This design comes from an exercise in tuning for small area on the open sky130 flow, not from production work.
Where RTL was checked, it was by simulation tests only, not by an equivalence proof against the original.
The clock port is modelled as an ideal driver; clocking choices that lean on that would not hold on a real chip.
No activity file was given, so power comes from the tool's default toggle rates.

## cedar
==> module word_dec, before the edit <==
module word_dec (
  input  cpu_pkg::pc_t  addr,
  input  logic          en,
  output logic [31:0]   sel
);
  logic [4:0]  st;
  always_comb
  begin
    st = '0;
    for (int j = 0; j < 32; j++)
    begin
      sel[j] = en & (addr == st);
      st     = stage_seq::step(st);
    end
  end
endmodule
==> module program_counter, before the edit <==
module program_counter (
  input  logic          clk,
  input  logic          reset,
  input  logic          load_valid,
  input  logic          fetch,
  output logic [31:0]   rsel,
  output logic          last
);
  cpu_pkg::pc_t  top;    
  cpu_pkg::pc_t  pc;     
  localparam cpu_pkg::pc_t  STAGE_M1 = 5'b10000;    
  assign last = (pc == '0);
  always_ff @(posedge clk or posedge reset)
  begin
    if (reset)
      top <= STAGE_M1;
    else if (load_valid)
      top <= stage_seq::step(top);
  end
  always_ff @(posedge clk or posedge reset)
  begin
    if (reset)
      pc <= STAGE_M1;
    else
      pc <= fetch ? stage_seq::back(pc) : top;
  end
  word_dec u_rdec (.addr(top), .en(fetch), .sel(rsel));
endmodule
==> module mem_rd_bit, before the edit <==
module mem_rd_bit (
  input  logic [32:0]  sel,
  input  logic [32:0]  d,
  output logic         q
);
  logic [10:0]  t;    
  for (genvar g = 0; g < 11; g++)
  begin : g_aoi
    aoi3 u_aoi (.s(sel[3*g +: 3]), .d(d[3*g +: 3]), .y(t[g]));
  end
  assign q = ~&t;
endmodule
==> module mem_rd, before the edit <==
module mem_rd (
  input  logic [31:0]        sel,
  input  logic [31:0][10:0]  mem,
  input  logic               load_valid,
  input  logic [10:0]        code,
  output logic [10:0]        q
);
  for (genvar b = 0; b < 11; b++)
  begin : g_bit
    logic [31:0]  col;
    for (genvar i = 0; i < 32; i++)
    begin : g_col
      assign col[i] = mem[i][b];
    end
    mem_rd_bit u_bit (.sel({load_valid, sel}), .d({code[b], col}), .q(q[b]));
  end
endmodule
==> module program_mem, before the edit <==
module program_mem (
  input  logic               clk,
  input  logic [31:0]        load_instr,
  input  logic               load_valid,
  input  logic               fetch,
  input  logic [31:0]        rsel,
  output logic [10:0]        instr
);
  logic [31:0][10:0]  mem;
  logic [10:0]        code;
  logic [10:0]        shift_in;
  instr_enc u_enc (.instr(load_instr), .code(code));
  mem_rd u_rd (.sel(rsel), .mem(mem), .load_valid(load_valid), .code(code), .q(shift_in));
  always_ff @(posedge clk)
  begin
    if (load_valid || fetch)
      mem <= {mem[30:0], shift_in};
  end
  assign instr = mem[0];
endmodule
==> module cpu_top, before the edit <==
module cpu_top (
  input  logic                clk,
  input  logic                reset,
  input  logic [32:0]         load,     
  input  logic                run,
  input  logic [15:0]         p0,
  input  logic [15:0]         p1,
  input  logic [1:0]          p_sel,
  output logic                busy,
  output logic                done,
  output logic [15:0]         p0_out,
  output logic [15:0]         p1_out
);
  logic            fetch;
  logic            exec;
  logic            last;
  logic [31:0]     rsel;
  logic [10:0]     instr;    
  cpu_pkg::data_t  rd_a;
  cpu_pkg::data_t  rd_b;
  cpu_pkg::data_t  alu_result;
  run_sequencer u_seq (
    .clk   (clk),
    .reset (reset),
    .run   (run),
    .last  (last),
    .fetch (fetch),
    .exec  (exec),
    .busy  (busy),
    .done  (done)
  );
  program_counter u_pc (
    .clk        (clk),
    .reset      (reset),
    .load_valid (load[32]),
    .fetch      (fetch),
    .rsel       (rsel),
    .last       (last)
  );
  program_mem u_mem (
    .clk        (clk),
    .load_instr (load[31:0]),
    .load_valid (load[32]),
    .fetch      (fetch),
    .rsel       (rsel),
    .instr      (instr)
  );
  reg_bank u_regs (
    .clk        (clk),
    .reset      (reset),
    .we         (exec),
    .rd         (instr[8:6]),
    .ra         (instr[5:3]),
    .rb         (instr[2:0]),
    .alu_result (alu_result),
    .p0         (p0),
    .p1         (p1),
    .p_sel      (p_sel),
    .rd_a       (rd_a),
    .rd_b       (rd_b),
    .p0_out     (p0_out),
    .p1_out     (p1_out)
  );
  alu u_alu (
    .fn     (instr[10:9]),
    .a      (rd_a),
    .b      (rd_b),
    .result (alu_result)
  );
endmodule
export LEC_CHECK = 0
export CAP_MARGIN = 20
export CORE_MARGIN = 2
export CORE_UTILIZATION = 65
export PLACE_DENSITY = 0.75
export SLEW_MARGIN = 20
export SYNTH_HIERARCHICAL = 1
create_clock -name core_clock -period 5.0 [get_ports {clk}]
standard.sh (not shown) runs the stock make flow with config.mk's settings and CLKGATE_MAP_FILE= SYNTH_SCRIPT=/design/flow/synth_recipe.tcl, a recipe that flattens the netlist after the stock synthesis.
==> flow/flow/run.sh <==
#!/bin/bash
# The standard layout (standard.sh, standard synthesis unchanged) with
# these changes: ports are buffered with buf_1 instead of a delay buffer;
# synthesis buffers are removed at floorplan and placement rebuffers as needed;
# the clock tree is built from clkbuf_16 in large clusters without dummy
# loads; after CTS, gates off the critical paths are downsized (post_cts.tcl).
set -euo pipefail
CTS="-sink_clustering_enable -repair_clock_nets -dont_use_dummy_load"
CTS="$CTS -sink_clustering_size 30 -sink_clustering_max_diameter 100"
CTS="$CTS -buf_list sky130_fd_sc_hd__clkbuf_16"
bash standard.sh finish \
  "BUFFER_PORTS_ARGS=-buffer_cell sky130_fd_sc_hd__buf_1" \
  "CTS_ARGS=$CTS" REMOVE_ABC_BUFFERS=1 \
  "POST_CTS_TCL=$PWD/flow/post_cts.tcl" > standard.log 2>&1
==> flow/flow/post_cts.tcl <==
# After CTS: downsize gates on paths with slack to spare, then fix any
# slew or capacitance this leaves, and legalize the placement again.
estimate_parasitics -placement
repair_timing -recover_power 100 -verbose
repair_design -verbose -cap_margin 20 -slew_margin 20
detailed_placement
check_placement -verbose
Input-level comparison between maple and cedar:
--- a/flow/design.v
+++ b/flow/design.v
@@ -152,22 +152,21 @@
   function automatic logic [4:0] back(input logic [4:0] s);
     back = {s[0] ^ s[3] ^ (s[4:1] == 4'd0), s[4:1]};
   endfunction
 endpackage
 module word_dec (
   input  cpu_pkg::pc_t  addr,
-  input  logic          en,
   output logic [31:0]   sel
 );
   logic [4:0]  st;
   always_comb
   begin
     st = '0;
     for (int j = 0; j < 32; j++)
     begin
-      sel[j] = en & (addr == st);
+      sel[j] = (addr == st);
       st     = stage_seq::step(st);
     end
   end
 endmodule
 module program_counter (
   input  logic          clk,
@@ -192,13 +191,13 @@
   begin
     if (reset)
       pc <= STAGE_M1;
     else
       pc <= fetch ? stage_seq::back(pc) : top;
   end
-  word_dec u_rdec (.addr(top), .en(fetch), .sel(rsel));
+  word_dec u_rdec (.addr(pc), .sel(rsel));
 endmodule
 `timescale 1ns/1ps
 module instr_enc (
   input  logic [31:0]  instr,
   output logic [10:0]  code
 );
@@ -233,59 +232,58 @@
   input  logic [2:0]  d,
   output logic        y
 );
   assign y = ~|(s & d);
 endmodule
 module mem_rd_bit (
-  input  logic [32:0]  sel,
-  input  logic [32:0]  d,
+  input  logic [31:0]  sel,
+  input  logic [31:0]  d,
   output logic         q
 );
   logic [10:0]  t;    
-  for (genvar g = 0; g < 11; g++)
+  for (genvar g = 0; g < 10; g++)
   begin : g_aoi
     aoi3 u_aoi (.s(sel[3*g +: 3]), .d(d[3*g +: 3]), .y(t[g]));
   end
-  assign q = ~&t;
+  assign t[10] = ~|(sel[31:30] & d[31:30]);
+  assign q     = ~&t;
 endmodule
 module mem_rd (
   input  logic [31:0]        sel,
   input  logic [31:0][10:0]  mem,
-  input  logic               load_valid,
-  input  logic [10:0]        code,
   output logic [10:0]        q
 );
   for (genvar b = 0; b < 11; b++)
   begin : g_bit
     logic [31:0]  col;
     for (genvar i = 0; i < 32; i++)
     begin : g_col
       assign col[i] = mem[i][b];
     end
-    mem_rd_bit u_bit (.sel({load_valid, sel}), .d({code[b], col}), .q(q[b]));
+    mem_rd_bit u_bit (.sel(sel), .d(col), .q(q[b]));
   end
 endmodule
 module program_mem (
   input  logic               clk,
   input  logic [31:0]        load_instr,
   input  logic               load_valid,
-  input  logic               fetch,
   input  logic [31:0]        rsel,
   output logic [10:0]        instr
 );
   logic [31:0][10:0]  mem;
   logic [10:0]        code;
-  logic [10:0]        shift_in;
   instr_enc u_enc (.instr(load_instr), .code(code));
-  mem_rd u_rd (.sel(rsel), .mem(mem), .load_valid(load_valid), .code(code), .q(shift_in));
   always_ff @(posedge clk)
   begin
-    if (load_valid || fetch)
-      mem <= {mem[30:0], shift_in};
+    if (load_valid)
+      mem <= {mem[30:0], code};
   end
-  assign instr = mem[0];
+  logic [10:0]  rd_word;
+  mem_rd u_rd (.sel(rsel), .mem(mem), .q(rd_word));
+  always_ff @(posedge clk)
+    instr <= rd_word;
 endmodule
 `timescale 1ns/1ps
 module cpu_top (
   input  logic                clk,
   input  logic                reset,
   input  logic [32:0]         load,     
@@ -325,13 +323,12 @@
     .last       (last)
   );
   program_mem u_mem (
     .clk        (clk),
     .load_instr (load[31:0]),
     .load_valid (load[32]),
-    .fetch      (fetch),
     .rsel       (rsel),
     .instr      (instr)
   );
   reg_bank u_regs (
     .clk        (clk),
     .reset      (reset),
## What came out
maple: PASS, flow complete, no timing, DRC or antenna violations. Wire length on met3 for maple: about 66% up relative to cedar. Sort maple and cedar by area occupied by multi-input gates, ascending, and maple comes first. maple does worse than cedar on maximum frequency. Post-synthesis mux area share of maple is on par with cedar. In the flow results for maple and cedar, the via count of the first global-routing pass is larger on maple. Side by side, met2 layer usage reported by global route turned out lower in maple than in cedar. maple vs. cedar: total power draw dropped 2.9 mW; slack of the critical path dropped 0.19 ns.
For cedar, only the layout was checked, not whether the RTL still works.

[what the ideal ports hide]
The flow's constraints put no driver on any port. The routed layouts listed below were extracted and timed again, unchanged, in two steps. Step 1 sets driving cells, clkbuf_16 on the clock port and buf_2 on the other inputs (assumed; they add their load-dependent delay and slew). Step 2 adds t to the input delays and takes it off the output delays; t is the mean of the earliest and latest rising clock arrival at the registers after step 1. Input paths then give back, and output paths get back, about the clock's delay inside the block. a / b / c = ideal / step 1 / step 2; a / b = the first two.
run | t (ns) | slack for setup (ns) | latest minus earliest clock arrival (ns) | cell pins on the clock port's net
cedar | 0.586 | 1.086 / 1.086 / 1.086 | 0.068 / 0.068 | 1
maple | 0.591 | 0.897 / 0.897 / 0.897 | 0.030 / 0.030 | 1
After both steps every run listed still meets setup and hold.
